From an optimization exercise on the open Yosys and OpenROAD flow, aimed at small area; shortcuts taken in it are not production practice. In this exercise RTL edits were held to simulation tests only and were not proved equivalent to the original. In this run the design's own scripts or RTL, not TritonCTS, make the clock network. The clock port is modelled as an ideal driver, which makes a skipped or thinned clock tree look cheaper than it is; a real chip needs a root buffer or a tree. Power is estimated from default activity; no workload was simulated.

--- design/flow/design.v ---
`timescale 1ns/1ps
`timescale 1ns/1ps
`timescale 1ns/1ps
`timescale 1ns/1ps
`timescale 1ns/1ps
`timescale 1ns/1ps
`default_nettype none
module int_div_top (
	input  wire                clk,
	input  wire                rst_n_i,
	input  logic               req_i,
	input  logic               req_op_i,        
	input  logic [63:0]        req_dividend_i,
	input  logic [63:0]        req_divisor_i,
	output logic               ack_o,
	output logic [63:0]        rsp_quotient_o,
	output logic [63:0]        rsp_remainder_o,
	output logic               rsp_div_by_zero_o
);
	localparam int W   = 16;
	localparam int NSL = 64 / W;
	localparam int JW  = $clog2(NSL);
	localparam logic [1:0] IDLE = 2'd0;
	localparam logic [1:0] BUSY = 2'd1;
	localparam logic [1:0] HOLD = 2'd2;
	logic [1:0]  st_q;
	logic [8:0]  cnt_q;
	logic [63:0] r_q;     
	logic [63:0] q_q;     
	logic        iv_q;    
	logic        rs;      
	logic        cb_q;    
	logic        cy_q;    
	logic        za_q;    
	logic        zf_q;    
	logic        dbz_q;
	logic [5:0]  z_q;     
	logic        nb_q;    
	logic        fl_q;    
	logic sgn, kneg, dneg, qneg;
	assign sgn  = ~req_op_i;
	assign kneg = sgn & req_dividend_i[63];
	assign dneg = sgn & req_divisor_i[63];
	assign qneg = sgn & (req_dividend_i[63] ^ req_divisor_i[63]) & ~dbz_q;
	logic [JW-1:0] j;
	logic [5:0]    t;
	logic          last;
	assign j    = cnt_q[JW-1:0];
	assign t    = cnt_q[JW+5:JW];
	assign last = (j == JW'(NSL - 1));
	logic busy, in_s1, in_main, in_p1, in_p2, in_rot, pass, en;
	assign busy    = (st_q == BUSY);
	assign in_s1   = busy & (cnt_q[8:2] == 7'd127);
	assign in_main = busy & ~cnt_q[8];
	assign in_p1   = busy & (cnt_q[8:2] == 7'd64);
	assign in_p2   = busy & (cnt_q[8:2] == 7'd65);
	assign in_rot  = busy & (cnt_q[8:6] == 3'b101);
	assign pass    = in_s1 | in_main | in_p1 | in_p2;
	assign en      = in_s1 | in_main |
	                 (in_p1 & (rs | (kneg & ~zf_q))) |
	                 (in_p2 & kneg & ~rs & ~zf_q);
	logic [W-1:0] sl, a, b, dsl, sum;
	logic         cbin, sub, inv, cin, cout, a64, nsign, zs, zacc, qbit, xbit;
	assign sl   = r_q[W-1:0];
	assign cbin = (j == '0) ? nb_q : cb_q;
	logic sel_sh, sel_un, sel_k;
	assign sel_sh = in_main;
	assign sel_un = in_p1 | in_p2;
	assign sel_k  = in_s1 & kneg;
	assign a    = ({sl[W-2:0], cbin} & {W{sel_sh}}) | (sl & {W{sel_un}}) | {W{sel_k}};
	logic [NSL-1:0] jh;
	for (genvar k = 0; k < NSL; k++) begin : g_jh
		assign jh[k] = (j == JW'(k));
	end
	always_comb begin
		dsl = '0;
		for (int k = 0; k < NSL; k++) dsl = dsl | (req_divisor_i[k*W +: W] & {W{jh[k]}});
	end
	assign sub  = iv_q ^ dneg;
	assign rs   = ~sub;
	assign inv  = iv_q;
	assign b    = dsl ^ {W{inv}};
	assign cin  = (j == '0) ? inv : cy_q;
	localparam int L = $clog2(W);
	logic [W-1:0] bg, bp, gv, pv;
	always_comb begin
		bg = a & b;
		bp = a ^ b;
		gv = bg;
		pv = bp;
		gv[0] = bg[0] | (bp[0] & cin);
		for (int l = 0; l < L; l++) begin
			for (int i = 0; i < W; i++) begin
				if ((i + 1) % (2 << l) == 0) begin
					gv[i] = gv[i] | (pv[i] & gv[i - (1 << l)]);
					pv[i] = pv[i] & pv[i - (1 << l)];
				end
			end
		end
		for (int l = L - 2; l >= 0; l--) begin
			for (int i = 0; i < W; i++) begin
				if ((i + 1) % (2 << l) == (1 << l) && i >= (2 << l)) begin
					gv[i] = gv[i] | (pv[i] & gv[i - (1 << l)]);
					pv[i] = pv[i] & pv[i - (1 << l)];
				end
			end
		end
	end
	assign sum  = bp ^ {gv[W-2:0], cin};
	assign cout = gv[W-1];
	assign a64   = in_main ? sl[W-1] : rs;
	assign nsign = a64 ^ sub ^ cout;
	assign zs    = (sum == '0);
	assign zacc  = zs & ((j == '0) | za_q);
	assign qbit  = ~(nsign ^ kneg);
	assign xbit  = qbit ^ qneg;
	logic hit, flip, c0;
	assign c0   = qneg ^ (kneg & zf_q);
	assign hit  = (cnt_q[5:0] == z_q);
	assign flip = c0 & (fl_q | hit);  
	always_ff @(posedge clk) begin
		cb_q <= sl[W-1];
		cy_q <= cout;
		za_q <= zacc;
		if (st_q == IDLE) begin
			iv_q <= ~kneg ^ dneg;
			fl_q <= 1'b0;
		end else begin
			if (pass & en) begin
				r_q <= {sum, r_q[63:W]};
				if (last) begin
					iv_q <= ~nsign ^ dneg;
					zf_q <= zacc & ~nsign;
				end
			end
			if (in_s1 & last) begin
				dbz_q <= qbit;
			end
			if (in_main & last) begin
				q_q <= {q_q[62:0], xbit};
				if (!xbit || t == '0) z_q <= t;  
			end
			if (in_rot) begin
				q_q  <= {q_q[62:0], q_q[63] ^ flip};
				fl_q <= fl_q | hit;
			end
		end
	end
	logic done;
	assign done = (cnt_q == 9'd383);
	logic [63:0] nrot;
	assign nrot = {req_dividend_i[62:0], req_dividend_i[63]};
	logic [15:0] nm1;
	logic [3:0]  nm2;
	logic        nb_d;
	logic [5:0]  ti;
	assign ti = ~t;
	for (genvar i = 0; i < 16; i++) begin : g_nm1
		assign nm1[i] = nrot[4*i + ti[1:0]];
	end
	for (genvar i = 0; i < 4; i++) begin : g_nm2
		assign nm2[i] = nm1[4*i + ti[3:2]];
	end
	assign nb_d = nm2[ti[5:4]];
	always_ff @(posedge clk) begin
		cnt_q <= (st_q == IDLE) ? 9'd508 : cnt_q + 9'd1;
		nb_q  <= nb_d;
	end
	always_ff @(posedge clk or negedge rst_n_i) begin
		if (!rst_n_i) begin
			st_q <= IDLE;
		end else begin
			case (st_q)
				IDLE:    if (req_i) st_q <= BUSY;
				BUSY:    if (done) st_q <= req_i ? HOLD : IDLE;
				HOLD:    if (!req_i) st_q <= IDLE;
				default: st_q <= IDLE;
			endcase
		end
	end
	assign ack_o             = (st_q == HOLD);
	assign rsp_quotient_o    = q_q;
	assign rsp_remainder_o   = r_q;
	assign rsp_div_by_zero_o = dbz_q;
endmodule
`default_nettype wire
--- design/flow/flow/run.sh ---
#!/bin/bash
# Standard ORFS layout (the standard.sh, standard synthesis) with two changes:
# port buffers use the smallest buffer cell, and flow/mycts.tcl builds the clock
# tree (one clkbuf_8 root, 9 clkbuf_8 leaves) in place of ORFS's CTS.
set -euo pipefail
export BUFFER_PORTS_ARGS="-buffer_cell sky130_fd_sc_hd__buf_1"
export MCTS_NB=9
export MCTS_BUF=sky130_fd_sc_hd__clkbuf_8
export MCTS_ROOT=sky130_fd_sc_hd__clkbuf_8
bash standard.sh place > place.log 2>&1
bash standard.sh run RUN_SCRIPT=$PWD/flow/mycts.tcl RUN_LOG_NAME_STEM=4_1_cts > cts.log 2>&1
bash standard.sh finish > finish.log 2>&1
--- design/flow/flow/mycts.tcl ---
# Clock tree made by hand: the clock port drives one root clock buffer, which
# drives MCTS_NB leaf clock buffers, each driving one cluster of registers
# (balanced k-means on their placement).
# Otherwise the same steps as ORFS's cts.tcl.
utl::set_metrics_stage "cts__{}"
source $::env(SCRIPTS_DIR)/load.tcl
erase_non_stage_variables cts
load_design 3_place.odb 3_place.sdc

set nb $::env(MCTS_NB)
set block [ord::get_db_block]
set master [[ord::get_db] findMaster $::env(MCTS_BUF)]
set clknet [$block findNet clk]

set sinks {}
foreach it [$clknet getITerms] {
  if { [$it getIoType] == "INPUT" } {
    set loc [[$it getInst] getLocation]
    lappend sinks [list $it [lindex $loc 0] [lindex $loc 1]]
  }
}
set ns [llength $sinks]
puts "manual cts: $ns sinks, $nb buffers of $::env(MCTS_BUF)"

# initial centers spread on a grid over the sink bounding box
set xs {}; set ys {}
foreach s $sinks { lappend xs [lindex $s 1]; lappend ys [lindex $s 2] }
set x0 [tcl::mathfunc::min {*}$xs]; set x1 [tcl::mathfunc::max {*}$xs]
set y0 [tcl::mathfunc::min {*}$ys]; set y1 [tcl::mathfunc::max {*}$ys]
set nc [expr {int(ceil(sqrt($nb)))}]
set nr [expr {int(ceil(double($nb) / $nc))}]
set centers {}
for {set k 0} {$k < $nb} {incr k} {
  set c [expr {$k % $nc}]; set r [expr {$k / $nc}]
  lappend centers [list [expr {$x0 + ($c + 0.5) * ($x1 - $x0) / $nc}] [expr {$y0 + ($r + 0.5) * ($y1 - $y0) / $nr}]]
}
# balanced k-means: each cluster takes at most cap sinks
set cap [expr {int(ceil(double($ns) / $nb)) + 2}]
for {set iter 0} {$iter < 20} {incr iter} {
  set cand {}
  foreach s $sinks {
    set k 0
    foreach c $centers {
      set d [expr {abs([lindex $s 1] - [lindex $c 0]) + abs([lindex $s 2] - [lindex $c 1])}]
      lappend cand [list $d $k [lindex $s 0] [lindex $s 1] [lindex $s 2]]
      incr k
    }
  }
  set cand [lsort -real -index 0 $cand]
  array unset asg; array unset cnt
  for {set k 0} {$k < $nb} {incr k} { set cnt($k) 0; set sx($k) 0.0; set sy($k) 0.0 }
  foreach c $cand {
    lassign $c d k it x y
    if { [info exists asg($it)] || $cnt($k) >= $cap } { continue }
    set asg($it) $k
    incr cnt($k)
    set sx($k) [expr {$sx($k) + $x}]; set sy($k) [expr {$sy($k) + $y}]
  }
  set centers {}
  for {set k 0} {$k < $nb} {incr k} {
    lappend centers [list [expr {$sx($k) / max(1, $cnt($k))}] [expr {$sy($k) / max(1, $cnt($k))}]]
  }
}
for {set k 0} {$k < $nb} {incr k} {
  set inst [odb::dbInst_create $block $master "clkbuf_m_$k"]
  set net [odb::dbNet_create $block "clknet_m_$k"]
  $net setSigType CLOCK
  lassign [lindex $centers $k] cx cy
  $inst setLocation [expr {int($cx)}] [expr {int($cy)}]
  $inst setPlacementStatus PLACED
  [$inst findITerm A] connect $clknet
  [$inst findITerm X] connect $net
  set bnet($k) $net
  puts "manual cts: buffer $k drives $cnt($k) sinks"
}
set root [odb::dbInst_create $block [[ord::get_db] findMaster $::env(MCTS_ROOT)] "clkbuf_m_root"]
set rnet [odb::dbNet_create $block "clknet_m_root"]
$rnet setSigType CLOCK
set rx 0.0; set ry 0.0
foreach c $centers { set rx [expr {$rx + [lindex $c 0] / $nb}]; set ry [expr {$ry + [lindex $c 1] / $nb}] }
$root setLocation [expr {int($rx)}] [expr {int($ry)}]
$root setPlacementStatus PLACED
[$root findITerm A] connect $clknet
[$root findITerm X] connect $rnet
for {set k 0} {$k < $nb} {incr k} {
  set a [[$block findInst "clkbuf_m_$k"] findITerm A]
  $a disconnect
  $a connect $rnet
}
foreach s $sinks {
  set it [lindex $s 0]
  set k $asg($it)
  $it disconnect
  $it connect $bnet($k)
}
global_connect
set_propagated_clock [all_clocks]

estimate_parasitics -placement
set result [catch { detailed_placement } msg]
if { $result != 0 } { error "Detailed placement failed in CTS: $msg" }
estimate_parasitics -placement
report_clock_skew
repair_timing_helper
set result [catch { detailed_placement } msg]
if { $result != 0 } { error "Detailed placement failed in CTS: $msg" }
check_placement -verbose
report_metrics 4 "cts final"
orfs_write_db $::env(RESULTS_DIR)/4_1_cts.odb
orfs_write_sdc $::env(RESULTS_DIR)/4_cts.sdc
--- design/flow/standard.sh ---
#!/bin/bash
# synth_recipe.tcl (not shown) runs the flow's synth.tcl, then flattens the netlist and writes it again
# the make line also repeats each setting of config.mk as NAME=value (left out here)
make -C /OpenROAD-flow-scripts/flow DESIGN_CONFIG=/design/flow/config.mk WORK_HOME=/design/flow/orfs CLKGATE_MAP_FILE= SYNTH_SCRIPT=/design/flow/synth_recipe.tcl "${@:-finish}"
--- design/flow/config.mk ---
export PLATFORM = sky130hd
export DESIGN_NAME = int_div_top
export DESIGN_NICKNAME = int_div_top
export VERILOG_FILES = /design/flow/design.v
export SDC_FILE = /design/flow/constraint.sdc
export NUM_CORES = 4
export LEC_CHECK = 0
export CAP_MARGIN = 20
export CORE_MARGIN = 2
export CORE_UTILIZATION = 40
export SLEW_MARGIN = 20
--- design/flow/constraint.sdc ---
create_clock -name core_clock -period 5.0 [get_ports {clk}]
set_input_delay 1.0000 -clock core_clock [delete_from_list [all_inputs] [get_ports {clk}]]
set_output_delay 1.0000 -clock core_clock [all_outputs]
set_load 0.01 [all_outputs]
==> impl_metrics.json <==
{
  "place_hpwl_um": 13400,
  "crit_family": "compound AO/OA/AOI/OAI gates",
  "power.share.clock_pct": 8.9,
  "fillers": 1545,
  "clkTransAtPathRegs_ns": 0.11,
  "yosysSeqAreaShare_pct": 64.3,
  "crit_type": "reg -> reg",
  "max_clock_freq_ghz": 0.219,
  "drc": 0,
  "synth_top_family_by_area": "compound AO/OA/AOI/OAI gates",
  "track_usage_pct": 18.0,
  "synth_fa_ha_area_share_pct": 5.87,
  "layout_commonest_cell": "buf_1",
  "die_w_um": 135,
  "worstSetupStartpointType": "register",
  "grt_pass1_wl_um": 26000,
  "critPathArrivalTime_ns": 4.87,
  "initial_core_util_pct": 40.4,
  "hold_class": "in -> async",
  "antenna_found_initial": 1,
  "rr_startpoint": "cnt_q[1]$_SDFF_PP0_",
  "finalWorstSetupSlack_ns": 0.427,
  "power_switching_share_pct": 41.0,
  "place_area_um2": 8220,
  "drt-initial-drc-count": 318,
  "viasPerCell": 5.33,
  "leakage_uw": 0.00284,
  "p_int_uw": 3590,
  "synth_area_leaders": "edfxtp_1 (60%), mux4_2 (6.8%), dfxtp_1 (4.1%)",
  "finalSetupViolations": 0,
  "die_y_um": 135,
  "synthSimpleGateAreaFrac_pct": 4.96,
  "slew_headroom_pct": 43.9,
  "yosysWarnings": 1,
  "end_kind": "register",
  "combPwrFrac_pct": 48.9,
  "yosys.area.top_type_share_pct": 59.5,
  "synth-edff-count": 137,
  "grt_setup_unrepaired": "false",
  "wl_per_cell_um": 18.9,
  "pwr_density_cell_nw_per_um2": 727,
  "ys.flop_type": "edfxtp_1",
  "top_level_ports": 262,
  "place.gp.congestion": 0.918,
  "cpPeakStageDelay_ns": 0.40,
  "synth-seq-cells": 153,
  "syn_avg_cell_area_um2": 15.7,
  "crit_buf_inv": 3,
  "synth_area_um2": 6910,
  "status": "finished clean",
  "switchingPower_uw": 2500,
  "worst-path-max-fanout": 6,
  "layout-drive-gt1-share_pct": 8.22,
  "row_count": 48,
  "drt_wl_total_um": 17600,
  "synthesis.nets": 599,
  "stdcell_area_um2": 8380,
  "drt_pass1_iterations": 4,
  "async_flop_share_pct": 1.31,
  "detailroute.via_count": 4969,
  "r2r_cells": 18,
  "synth_xor_area_share_pct": 5.81,
  "syn_inst": 440,
  "total_power_uw": 6090,
  "core_area_um2": 17100,
  "finalCritPeriodShare_pct": 91.5,
  "rrSetupSlack_ns": 0.43,
  "clkLatencyLatePin_ns": 0.42,
  "synth-compound-area-share_pct": 9.52,
  "place_ws_ns": -0.189,
  "synth_top_cell_by_area": "edfxtp_1",
  "grt_pass1_vias": 4950,
  "grt_overflow_total": 0,
  "synthMuxAreaShare_pct": 7.15,
  "fin_nets": 867,
  "finalHoldViolations": 0,
  "final.setup_skew_ns": 0.0372,
  "min_period_ns": 4.57,
  "fp.dieArea_um2": 18300,
  "ys_types": 46,
  "timing_max_transition_violations_final": 0,
  "ant_nets": 0,
  "required_ns": 5.30,
  "place.port_buffers": 261,
  "grt_max_degree": 67,
  "cap_violations": 0,
  "vdd_drop_max_mv": 0.365,
  "final_cell_mix": "buf_1 (261), edfxtp_1 (137), xnor2_1 (23), xor2_1 (21), mux4_2 (21)",
  "slowest_stage": "dfxtp_1",
  "worst_slew_pin_slew_ns": 0.842,
  "cts_hold_buf": 0,
  "crit_chain": "inv_1, ha_2, mux2_2, a221oi_1, fa_1, inv_1, fa_1, a211oi_1, o211ai_1, a41oi_1, inv_1, a21oi_1, o21bai_1, fa_1, xor2_1, nor4_2, nand4_1, nor2_1",
  "pwr-share-seq_pct": 42.2,
  "area_growth_pct": 21.3,
  "worst_r2r_endpoint": "zf_q$_DFFE_PP_"
}
==> power groups by stage <==
| stage | clock, uW | combinational [uW] | sequential [uW] |
|---|---|---|---|
| 2_1_floorplan | 0 | 1810 | 2720 |
| 3_3_place_gp | 0 | 2870 | 2590 |
| 3_5_place_dp | 0 | 2950 | 2610 |
| 4_1_cts | 572 | 2960 | 2590 |
| 5_1_grt | 613 | 3290 | 2640 |
| 6_report | 541 | 2980 | 2570 |
==> worst max path at each step <==
stage / startpoint / to / slack [ns] / depth (start not counted)
floorplan: req_op_i / zf_q$_DFFE_PP_ / 0.42 / 16
global placement: req_op_i / zf_q$_DFFE_PP_ / 0.01 / 17
detailed placement: req_dividend_i[63] / zf_q$_DFFE_PP_ / -0.19 / 17
CTS: cnt_q[6]$_SDFF_PP1_ / zf_q$_DFFE_PP_ / 0.20 / 16
global route: cnt_q[1]$_SDFF_PP0_ / zf_q$_DFFE_PP_ / 0.04 / 18
finish: cnt_q[1]$_SDFF_PP0_ / zf_q$_DFFE_PP_ / 0.43 / 18
==> layer usage <==
layer / GRT usage [%] / up-vias / part of all wire [%]
met5: 0 / - / 0
li1: - / 2255 / -
met2: 30.3 / 255 / 47
met4: 4.92 / 0 / 3.0
met1: 24.7 / 2429 / 41
met3: 2.58 / 30 / 8.5
==> metrics by stage <==
stage	utilization [%]	setup TNS, ns	hold slack [ns]	cells
floorplan	-	0	0.403	440
global placement	48.0	0	0.431	921
detailed placement	48.0	-0.247	0.432	921
global route	49.0	0	0.322	932
finish	49.0	0	0.354	932
==> final cells by class <==
| cell class | instances | area [um2] | area share [%] |
|---|---|---|---|
| Sequential cell | 153 | 4450 | 53.0 |
| Multi-Input combinational cell | 248 | 2340 | 28.0 |
| Timing Repair Buffer | 278 | 1110 | 13.2 |
| Tap cell | 225 | 282 | 3.36 |
| Buffer | 10 | 138 | 1.64 |
| Inverter | 17 | 63.8 | 0.761 |
| Antenna cell | 1 | 2.50 | 0.0299 |
==> worst reg2reg max path: stages, from the launching register on <==
cell and delay (ns):
dfxtp_1 0.40, inv_1 0.12, ha_2 0.26, mux2_2 0.35, a221oi_1 0.33, fa_1 0.24, inv_1 0.05, fa_1 0.40
a211oi_1 0.30, o211ai_1 0.17, a41oi_1 0.35, inv_1 0.11, a21oi_1 0.18, o21bai_1 0.10, fa_1 0.38, xor2_1 0.18
nor4_2 0.22, nand4_1 0.17, nor2_1 0.13
==> cell families after synthesis <==
group | Yosys count
AO/OA/AOI/OAI | 82
XOR/XNOR | 45
adder cells (fa/ha/maj) | 27
buffers and inverters | 39
flip-flops | 153
multiplexers | 23
AND/OR/NAND/NOR | 71
==> Yosys cell counts (all sizes together) (4+ instances only) <==
master  count
nand2      20
nor4        4
mux4       21
edfxtp    137
a21o        6
a211oi      5
o21ai       5
dfxtp      14
a221oi     15
nand2b      4
ha         18
buf        10
xnor2      23
nand3       5
a21oi       8
nor2       19
nor3        4
a22oi       4
xor2       22
inv        17
fa          9
clkbuf     12
a221o      15
a22o       14
==> sequential cells by signal, indices dropped and copies added (netlist names) <==
name / cells
cb_q: 1
nb_q: 1
z_q: 6
q_q: 64
iv_q: 1
cy_q: 1
r_q: 64
dbz_q: 1
za_q: 1
fl_q: 1
st_q: 2
zf_q: 1
cnt_q: 9
==> what timing repair did <==
item / CTS / global route
buffers inserted: 0 / 0
endpoints found under the setup margin: 0 / 2
gates resized for setup: 0 / 4

## re-timing with driven ports
How much do the figures lean on ideal ports? The routed layout below was timed once more, with nothing changed but the port constraints.
Step 1: set_driving_cell puts a clkbuf_16 on clk and a buf_2 on each other input, an assumption about the parent block.
Step 2 moves the port delays by t, midway between the first and last clock arrival at a register: inputs arrive t later, outputs are due t later. That takes back most of the time a late clock gives input paths.
Slacks: no drivers / after step 1 / after step 2; pairs: no drivers / after step 1.
t, ns: 0.446
slack for setup (ns): 0.427 / 0.427 / 0.134
clock arrival spread, ns: 0.038 / 0.038
After both steps this run still meets setup and hold. For this run, drivers alone change the setup slack by 0.000 ns; drivers and shift together by -0.293 ns.
